What follows belongs to an exercise in optimizing a design on an open flow for small area, a short achievable clock period and few clock cycles per item; a production flow would make more cautious choices.
In this exercise RTL edits were held to simulation tests only and were not proved equivalent to the original.
Power is estimated from default activity; no workload was simulated.

==> onyx: inputs <==
## stream_credit_flow_control
module stream_credit_flow_control
(
  input  logic        clk,
  input  logic        rst,
  input  logic        req_valid,
  output logic        req_ready,
  input  logic [2:0]  req_type,
  input  logic [31:0] req_amount,
  output logic        rsp_valid,
  input  logic        rsp_ready,
  output logic [1:0]  rsp_frame_kind,
  output logic [31:0] rsp_frame_length,
  output logic [2:0]  rsp_status,
  output logic        rsp_last,
  output logic [1:0]  rsp_session_state,
  input  logic        cfg_valid,
  output logic        cfg_ready,
  input  logic [1:0]  cfg_index,
  input  logic [31:0] cfg_data
);
export LEC_CHECK = 0
export CAP_MARGIN = 20
export CORE_MARGIN = 2
export CORE_UTILIZATION = 55
export CTS_CLUSTER_DIAMETER = 150
export CTS_CLUSTER_SIZE = 50
export SETUP_SLACK_MARGIN = 4.8
export SLEW_MARGIN = 20
create_clock -name core_clock -period 9.0 [get_ports {clk}]
standard.sh (not shown) runs the stock make flow with config.mk's settings and CLKGATE_MAP_FILE= SYNTH_SCRIPT=/design/flow/synth_recipe.tcl, a recipe that flattens the netlist after the stock synthesis.
==> flow/flow/run.sh <==
#!/bin/bash
# The standard layout, with the port buffers made from the smallest buffer cell.
set -euo pipefail
export BUFFER_PORTS_ARGS="-buffer_cell sky130_fd_sc_hd__buf_1"
bash standard.sh > standard.log 2>&1
==> garnet: changes against onyx <==
--- a/flow/design.v
+++ b/flow/design.v
@@ -73,59 +73,48 @@
   assign req_wu = (req_type == 3'd2);
 endmodule
 module scfc_queue
 (
   input  logic        clk,
   input  logic        rst,
   input  logic        keep,
+  input  logic        keep_t,
   input  logic        big,
   input  logic [2:0]  req_type,
   input  logic        req_w,
   input  logic        req_wu,
   input  logic [31:0] req_amount,
   input  logic        pop,
-  input  logic        drn_nx,
-  input  logic        ov_nx,
-  input  logic        rsp_ready,
   output logic        req_ready,
   output logic        q_valid,
   output logic [2:0]  q_type,
-  output logic        q_sin,
-  output logic        sel_p,
-  output logic        sel_c,
+  output logic        q_w,
+  output logic        q_wu,
   output logic        q_big,
   output logic [31:0] q_amount
 );
-  logic load, q_valid_nx, rr_a, rr_b;
-  assign load       = !q_valid || pop;
-  assign q_valid_nx = !rst && (load ? keep : q_valid);
-  always_ff @(posedge clk) begin
-    rr_a <= !q_valid_nx || (!drn_nx && !ov_nx);
-    rr_b <= !drn_nx;
-  end
-  assign req_ready = rr_a || (rr_b && rsp_ready);
+  logic load;
+  assign load      = !q_valid || pop;
+  assign req_ready = load || !keep_t;
   always_ff @(posedge clk) begin
     if (rst) begin
       q_valid <= 1'b0;
     end else if (load) begin
       q_valid <= keep;
     end
   end
   always_ff @(posedge clk) begin
     if (load) begin
       q_type   <= req_type;
+      q_w      <= req_w;
+      q_wu     <= req_wu;
       q_big    <= big;
       q_amount <= req_amount;
-      q_sin    <= req_type[1] && !req_type[0];
     end
   end
-  always_ff @(posedge clk) begin
-    sel_p <= !drn_nx && (load ? req_w  : (q_type == 3'd0));
-    sel_c <= !drn_nx && (load ? req_wu : (q_type == 3'd2));
-  end
 endmodule
 module scfc_back
 (
   input  logic        clk,
   input  logic        rst,
   input  logic        cfg_valid,
   output logic        cfg_ready,
@@ -136,21 +125,18 @@
   output logic [1:0]  rsp_frame_kind,
   output logic [31:0] rsp_frame_length,
   output logic [2:0]  rsp_status,
   output logic        rsp_last,
   output logic [1:0]  rsp_session_state,
   input  logic        q_valid,
   input  logic [2:0]  q_type,
+  input  logic        q_w,
+  input  logic        q_wu,
   input  logic        q_big,
   input  logic [31:0] q_amount,
-  input  logic        q_sin,
-  input  logic        sel_p,
-  input  logic        sel_c,
-  output logic        drn_nx,
-  output logic        ov_nx,
   output logic        pop
 );
   logic [15:0] lim;
   logic [30:0] half;
   logic [1:0]  mode, mode_n;
   logic [31:0] credit, credit_n;
   logic [15:0] pend, pend_n;
@@ -165,20 +151,21 @@
   logic        o_last, last_n;
   logic        word;
   logic adv;
   logic pnz, cnz;
   assign cfg_ready = 1'b1;
   assign adv       = !ov || rsp_ready;
   assign pop       = q_valid && !drn && adv;
-  assign drn_nx    = !rst && (adv ? drn_n : drn);
-  assign ov_nx     = !rst && (adv ? word : ov);
   assign pnz       = |pend;
   assign cnz       = |credit;
+  logic        sel_p, sel_c;
   logic [15:0] P;
   logic [31:0] C;
+  assign sel_p = !drn && q_w;
+  assign sel_c = !drn && q_wu;
   assign P = pend   | (sel_p ? q_amount[15:0] : 16'd0);
   assign C = credit | (sel_c ? q_amount : 32'd0);
   logic [15:0] X, d_px, d_cp, d_cl, c_hi_dec;
   logic        ge_px, ge_cp, ge_cl;
   logic        c_hi, p_lt_l, c_lt;
   logic        data;
   logic [15:0] chunk, P2;
@@ -211,15 +198,15 @@
       P2 = 16'd0;
     end else begin
       P2 = d_px;
     end
   end
   logic [31:0] s_in, s_sum, s_sat;
   logic        s_co;
-  assign s_in  = q_sin ? credit : (uz ? 32'd0 : unack);
+  assign s_in  = q_wu ? credit : (uz ? 32'd0 : unack);
   scfc_add #(32) u_sum (.a(s_in), .b(q_amount), .ci(1'b0), .s(s_sum), .co(s_co));
   assign s_sat = s_co ? 32'hFFFF_FFFF : s_sum;
   logic [33:0] cx, cy, cz, cs, cc, ct;
   logic        ge;
   assign cx = {2'b00, uz ? 32'd0 : unack};
   assign cy = {2'b00, q_amount};
   assign cz = {3'b111, ~half};
@@ -413,44 +400,41 @@
   output logic        cfg_ready,
   input  logic [1:0]  cfg_index,
   input  logic [31:0] cfg_data
 );
   logic        keep, big, pop;
   logic        q_valid, q_big;
   logic [2:0]  q_type;
-  logic        req_w, req_wu, q_sin, sel_p, sel_c, drn_nx, ov_nx;
+  logic        req_w, req_wu, q_w, q_wu;
   logic [31:0] q_amount;
   scfc_front u_front (
     .req_valid  (req_valid),
     .req_type   (req_type),
     .req_amount (req_amount),
     .keep       (keep),
     .req_w      (req_w),
     .req_wu     (req_wu),
     .big        (big)
   );
   scfc_queue u_queue (
     .clk        (clk),
     .rst        (rst),
     .keep       (keep),
+    .keep_t     (req_type != 3'd7),
     .big        (big),
     .req_type   (req_type),
     .req_w      (req_w),
     .req_wu     (req_wu),
     .req_amount (req_amount),
     .pop        (pop),
-    .drn_nx     (drn_nx),
-    .ov_nx      (ov_nx),
-    .rsp_ready  (rsp_ready),
     .req_ready  (req_ready),
     .q_valid    (q_valid),
     .q_type     (q_type),
-    .q_sin      (q_sin),
-    .sel_p      (sel_p),
-    .sel_c      (sel_c),
+    .q_w        (q_w),
+    .q_wu       (q_wu),
     .q_big      (q_big),
     .q_amount   (q_amount)
   );
   scfc_back u_back (
     .clk               (clk),
     .rst               (rst),
     .cfg_valid         (cfg_valid),
@@ -462,17 +446,14 @@
     .rsp_frame_kind    (rsp_frame_kind),
     .rsp_frame_length  (rsp_frame_length),
     .rsp_status        (rsp_status),
     .rsp_last          (rsp_last),
     .rsp_session_state (rsp_session_state),
     .q_valid           (q_valid),
     .q_type            (q_type),
-    .q_sin             (q_sin),
-    .sel_p             (sel_p),
-    .sel_c             (sel_c),
-    .drn_nx            (drn_nx),
-    .ov_nx             (ov_nx),
+    .q_w               (q_w),
+    .q_wu              (q_wu),
     .q_big             (q_big),
     .q_amount          (q_amount),
     .pop               (pop)
   );
 endmodule
Settings changed: CORE_UTILIZATION 55 to 40, SETUP_SLACK_MARGIN 4.8 to 4.5.
==> cedar: changes against onyx <==
--- a/flow/design.v
+++ b/flow/design.v
@@ -79,53 +79,39 @@
   input  logic        keep,
   input  logic        big,
   input  logic [2:0]  req_type,
   input  logic        req_w,
   input  logic        req_wu,
   input  logic [31:0] req_amount,
   input  logic        pop,
-  input  logic        drn_nx,
-  input  logic        ov_nx,
-  input  logic        rsp_ready,
   output logic        req_ready,
   output logic        q_valid,
   output logic [2:0]  q_type,
-  output logic        q_sin,
-  output logic        sel_p,
-  output logic        sel_c,
+  output logic        q_w,
+  output logic        q_wu,
   output logic        q_big,
   output logic [31:0] q_amount
 );
-  logic load, q_valid_nx, rr_a, rr_b;
-  assign load       = !q_valid || pop;
-  assign q_valid_nx = !rst && (load ? keep : q_valid);
-  always_ff @(posedge clk) begin
-    rr_a <= !q_valid_nx || (!drn_nx && !ov_nx);
-    rr_b <= !drn_nx;
-  end
-  assign req_ready = rr_a || (rr_b && rsp_ready);
+  assign req_ready = !q_valid || pop;
   always_ff @(posedge clk) begin
     if (rst) begin
       q_valid <= 1'b0;
-    end else if (load) begin
+    end else if (req_ready) begin
       q_valid <= keep;
     end
   end
   always_ff @(posedge clk) begin
-    if (load) begin
+    if (req_ready) begin
       q_type   <= req_type;
+      q_w      <= req_w;
+      q_wu     <= req_wu;
       q_big    <= big;
       q_amount <= req_amount;
-      q_sin    <= req_type[1] && !req_type[0];
     end
   end
-  always_ff @(posedge clk) begin
-    sel_p <= !drn_nx && (load ? req_w  : (q_type == 3'd0));
-    sel_c <= !drn_nx && (load ? req_wu : (q_type == 3'd2));
-  end
 endmodule
 module scfc_back
 (
   input  logic        clk,
   input  logic        rst,
   input  logic        cfg_valid,
   output logic        cfg_ready,
@@ -136,49 +122,46 @@
   output logic [1:0]  rsp_frame_kind,
   output logic [31:0] rsp_frame_length,
   output logic [2:0]  rsp_status,
   output logic        rsp_last,
   output logic [1:0]  rsp_session_state,
   input  logic        q_valid,
   input  logic [2:0]  q_type,
+  input  logic        q_w,
+  input  logic        q_wu,
   input  logic        q_big,
   input  logic [31:0] q_amount,
-  input  logic        q_sin,
-  input  logic        sel_p,
-  input  logic        sel_c,
-  output logic        drn_nx,
-  output logic        ov_nx,
   output logic        pop
 );
   logic [15:0] lim;
   logic [30:0] half;
   logic [1:0]  mode, mode_n;
   logic [31:0] credit, credit_n;
   logic [15:0] pend, pend_n;
   logic [31:0] unack, unack_n;
-  logic        uz, uz_n;   
   logic        drn, drn_n;
   logic        fx, fx_n;
   logic        ov;
   logic [1:0]  o_kind, kind_n;
-  logic [15:0] o_len, len_n;
+  logic [31:0] o_len, len_n;
   logic [2:0]  o_stat, stat_n;
   logic        o_last, last_n;
   logic        word;
   logic adv;
   logic pnz, cnz;
   assign cfg_ready = 1'b1;
   assign adv       = !ov || rsp_ready;
   assign pop       = q_valid && !drn && adv;
-  assign drn_nx    = !rst && (adv ? drn_n : drn);
-  assign ov_nx     = !rst && (adv ? word : ov);
   assign pnz       = |pend;
   assign cnz       = |credit;
+  logic        sel_p, sel_c;
   logic [15:0] P;
   logic [31:0] C;
+  assign sel_p = !drn && q_w;
+  assign sel_c = !drn && q_wu;
   assign P = pend   | (sel_p ? q_amount[15:0] : 16'd0);
   assign C = credit | (sel_c ? q_amount : 32'd0);
   logic [15:0] X, d_px, d_cp, d_cl, c_hi_dec;
   logic        ge_px, ge_cp, ge_cl;
   logic        c_hi, p_lt_l, c_lt;
   logic        data;
   logic [15:0] chunk, P2;
@@ -211,46 +194,45 @@
       P2 = 16'd0;
     end else begin
       P2 = d_px;
     end
   end
   logic [31:0] s_in, s_sum, s_sat;
   logic        s_co;
-  assign s_in  = q_sin ? credit : (uz ? 32'd0 : unack);
+  assign s_in  = q_wu ? credit : unack;
   scfc_add #(32) u_sum (.a(s_in), .b(q_amount), .ci(1'b0), .s(s_sum), .co(s_co));
   assign s_sat = s_co ? 32'hFFFF_FFFF : s_sum;
   logic [33:0] cx, cy, cz, cs, cc, ct;
   logic        ge;
-  assign cx = {2'b00, uz ? 32'd0 : unack};
+  assign cx = {2'b00, unack};
   assign cy = {2'b00, q_amount};
   assign cz = {3'b111, ~half};
   assign cs = cx ^ cy ^ cz;
   assign cc = {(cx[32:0] & cy[32:0]) | (cx[32:0] & cz[32:0]) | (cy[32:0] & cz[32:0]), 1'b1};
   scfc_add #(34) u_ge (.a(cs), .b(cc), .ci(1'b0), .s(ct), .co());
   assign ge = !ct[33];
   always_comb begin
     mode_n   = mode;
     credit_n = credit;
     pend_n   = pend;
     unack_n  = unack;
-    uz_n     = uz;
     drn_n    = drn;
     fx_n     = 1'b0;
     word     = 1'b0;
     kind_n   = scfc_pkg::KIND_STATUS;
-    len_n    = 16'd0;
+    len_n    = 32'd0;
     stat_n   = scfc_pkg::STAT_OK;
     last_n   = 1'b1;
     if (drn) begin
       word     = 1'b1;
       pend_n   = P2;
       credit_n = C2;
       if (data) begin
         kind_n = scfc_pkg::KIND_DATA;
-        len_n  = chunk;
+        len_n  = {16'd0, chunk};
         last_n = 1'b0;
         fx_n   = c_lt;
       end else begin
         stat_n = pnz ? scfc_pkg::STAT_WAIT : scfc_pkg::STAT_OK;
         drn_n  = 1'b0;
       end
     end else if (q_valid) begin
@@ -264,37 +246,39 @@
           end else if (q_big) begin
             stat_n = scfc_pkg::STAT_TOO_LONG;
           end else begin
             pend_n   = P2;
             credit_n = C2;
             if (data) begin
               kind_n = scfc_pkg::KIND_DATA;
-              len_n  = chunk;
+              len_n  = {16'd0, chunk};
               last_n = 1'b0;
               drn_n  = 1'b1;
               fx_n   = c_lt;
             end else begin
               stat_n = (|P) ? scfc_pkg::STAT_WAIT : scfc_pkg::STAT_OK;
             end
           end
         end
         scfc_pkg::OP_CONSUME: begin
-          unack_n = s_sat;
-          uz_n    = ge;
           if (ge) begin
-            kind_n = scfc_pkg::KIND_WIN_UPDATE;
+            kind_n  = scfc_pkg::KIND_WIN_UPDATE;
+            len_n   = s_sat;
+            unack_n = 32'd0;
+          end else begin
+            unack_n = s_sum;
           end
         end
         scfc_pkg::OP_WIN_UPDATE: begin
           if (pnz && !cnz) begin
             pend_n   = P2;
             credit_n = C2;
             if (data) begin
               kind_n = scfc_pkg::KIND_DATA;
-              len_n  = chunk;
+              len_n  = {16'd0, chunk};
               last_n = 1'b0;
               drn_n  = 1'b1;
               fx_n   = c_lt;
             end else begin
               stat_n = scfc_pkg::STAT_WAIT;
             end
           end else begin
@@ -342,23 +326,22 @@
       endcase
     end
   end
   always_ff @(posedge clk) begin
     if (rst) begin
       mode  <= scfc_pkg::MODE_OPEN;
       pend  <= 16'd0;
-      uz    <= 1'b1;
+      unack <= 32'd0;
       drn   <= 1'b0;
       fx    <= 1'b0;
       ov    <= 1'b0;
     end else if (adv) begin
       mode  <= mode_n;
       pend  <= pend_n;
       unack <= unack_n;
-      uz    <= uz_n;
       drn   <= drn_n;
       fx    <= fx_n;
       ov    <= word;
     end
   end
   always_ff @(posedge clk) begin
     if (adv) begin
@@ -385,15 +368,15 @@
       end else if (adv) begin
         credit <= credit_n;
       end
     end
   end
   assign rsp_valid         = ov;
   assign rsp_frame_kind    = o_kind;
-  assign rsp_frame_length  = (o_kind == scfc_pkg::KIND_WIN_UPDATE) ? unack : {16'd0, o_len};
+  assign rsp_frame_length  = o_len;
   assign rsp_status        = o_stat;
   assign rsp_last          = o_last;
   assign rsp_session_state = mode;
 endmodule
 module stream_credit_flow_control
 (
   input  logic        clk,
@@ -413,15 +396,15 @@
   output logic        cfg_ready,
   input  logic [1:0]  cfg_index,
   input  logic [31:0] cfg_data
 );
   logic        keep, big, pop;
   logic        q_valid, q_big;
   logic [2:0]  q_type;
-  logic        req_w, req_wu, q_sin, sel_p, sel_c, drn_nx, ov_nx;
+  logic        req_w, req_wu, q_w, q_wu;
   logic [31:0] q_amount;
   scfc_front u_front (
     .req_valid  (req_valid),
     .req_type   (req_type),
     .req_amount (req_amount),
     .keep       (keep),
     .req_w      (req_w),
@@ -434,23 +417,19 @@
     .keep       (keep),
     .big        (big),
     .req_type   (req_type),
     .req_w      (req_w),
     .req_wu     (req_wu),
     .req_amount (req_amount),
     .pop        (pop),
-    .drn_nx     (drn_nx),
-    .ov_nx      (ov_nx),
-    .rsp_ready  (rsp_ready),
     .req_ready  (req_ready),
     .q_valid    (q_valid),
     .q_type     (q_type),
-    .q_sin      (q_sin),
-    .sel_p      (sel_p),
-    .sel_c      (sel_c),
+    .q_w        (q_w),
+    .q_wu       (q_wu),
     .q_big      (q_big),
     .q_amount   (q_amount)
   );
   scfc_back u_back (
     .clk               (clk),
     .rst               (rst),
     .cfg_valid         (cfg_valid),
@@ -462,17 +441,14 @@
     .rsp_frame_kind    (rsp_frame_kind),
     .rsp_frame_length  (rsp_frame_length),
     .rsp_status        (rsp_status),
     .rsp_last          (rsp_last),
     .rsp_session_state (rsp_session_state),
     .q_valid           (q_valid),
     .q_type            (q_type),
-    .q_sin             (q_sin),
-    .sel_p             (sel_p),
-    .sel_c             (sel_c),
-    .drn_nx            (drn_nx),
-    .ov_nx             (ov_nx),
+    .q_w               (q_w),
+    .q_wu              (q_wu),
     .q_big             (q_big),
     .q_amount          (q_amount),
     .pop               (pop)
   );
 endmodule
==> flow/run.sh (new file) <==
#!/bin/bash
# synth_recipe.tcl (not shown) runs the flow's synth.tcl, then flattens the netlist and writes it again
# the make line also repeats each setting of config.mk as NAME=value (left out here)
make -C /OpenROAD-flow-scripts/flow DESIGN_CONFIG=/design/flow/config.mk WORK_HOME=/design/flow/orfs CLKGATE_MAP_FILE= SYNTH_SCRIPT=/design/flow/synth_recipe.tcl finish
Settings changed: CORE_UTILIZATION 55 to 40, CTS_CLUSTER_DIAMETER 150 to 100, CTS_CLUSTER_SIZE 50 to 40, SETUP_SLACK_MARGIN 4.8 to 4.5.
removed: flow/flow/run.sh
removed: flow/standard.sh
==> qor summary <==
Pin count of the biggest net entering global routing: onyx 68; cedar 67; garnet 49
Power density relative to cell area: onyx 145 nW/µm²; cedar 153 nW/µm²; garnet 166 nW/µm²
Buffers, non-clock: onyx 146; cedar 148; garnet 161
Compound-cell area share of the yosys netlist: onyx 18.2%; cedar 22.3%; garnet 19.5%
Placed wire-length estimate: onyx 36.5 mm; cedar 40.5 mm; garnet 38.3 mm
Status: onyx finished clean; cedar finished clean; garnet finished clean
Footprint of the multi-input gates: onyx 9440 µm²; cedar 9600 µm²; garnet 9430 µm²
Launching point of the worst reg2reg path: onyx u_queue.sel_p; cedar u_queue.q_w; garnet u_queue.q_wu
Arrival time of data at the critical path endpoint: onyx 4.45 ns; cedar 4.80 ns; garnet 2.62 ns
Sequential logic power: onyx 0.00102 W; cedar 0.00109 W; garnet 0.00104 W
Number of distinct library cell variants in the gate-level netlist after synthesis: onyx 70; cedar 81; garnet 73
Critical Path End Type: onyx flop; cedar flop; garnet primary output
Via-to-Cell Ratio: onyx 6.15; cedar 5.83; garnet 5.95
Post-placement worst setup slack: onyx 4.47 ns; cedar 3.88 ns; garnet 3.56 ns
CP Max Fanout: onyx 17; cedar 18; garnet 10
Iter 0 DRT Violations: onyx 1,369; cedar 1,202; garnet 1,402
Layout Nets: onyx 2,046; cedar 2,128; garnet 2,040
Pint: onyx 0.00160 W; cedar 0.00172 W; garnet 0.00174 W
Delay of the slowest cell on the worst path: onyx 0.58 ns; cedar 0.49 ns; garnet 0.18 ns
Post-route clock skew: onyx 0.0165 ns; cedar 0.0302 ns; garnet 0.0126 ns
Number of multi-input logic gates: onyx 1,293; cedar 1,295; garnet 1,268
Most common cell on crit path: onyx -; cedar o21ai_0; garnet buf_1
Final clock period utilization by the worst path: onyx 45.5%; cedar 49.0%; garnet 49.1%
Synthesized area per cell: onyx 8.79 µm²; cedar 8.62 µm²; garnet 8.89 µm²
Share of cell area taken by muxes after synthesis: onyx 3.94%; cedar 2.57%; garnet 2.79%
Die footprint: onyx 28,500 µm²; cedar 40,200 µm²; garnet 39,000 µm²
Number of buffer and inverter stages on the critical path: onyx 1; cedar 1; garnet 3
Testbench counts of onyx, summed over its fixed seeds: cycles 7,795, items 3,200.
Testbench counts of garnet, summed over its fixed seeds: cycles 7,775, items 3,200.
Testbench counts of cedar, summed over its fixed seeds: cycles 7,795, items 3,200.

static timing again, ports no longer ideal:
No port has a modelled driver above. Below, the same layouts with a new extraction and two added sets of constraints. Step 1, drivers: a clkbuf_16 drives clk and a buf_2 each remaining input, both assumed. Step 2 adds t to the input delays and takes it off the output delays; t is the mean of the earliest and latest rising clock arrival at the registers after step 1. Input paths then give back, and output paths get back, about the clock's delay inside the block. a / b / c = ideal / step 1 / step 2; a / b = the first two.
| run | t, ns | slack for setup (ns) | latest minus earliest clock arrival (ns) |
|---|---|---|---|
| onyx | 0.498 | 4.905 / 4.905 / 4.514 | 0.016 / 0.016 |
| garnet | 0.530 | 4.583 / 4.561 / 4.220 | 0.013 / 0.012 |
| cedar | 0.556 | 4.594 / 4.584 / 4.069 | 0.030 / 0.030 |
After both steps setup and hold are still met in every run listed. For cedar, which loses most, drivers alone change the setup slack by -0.010 ns; drivers and shift together by -0.525 ns.
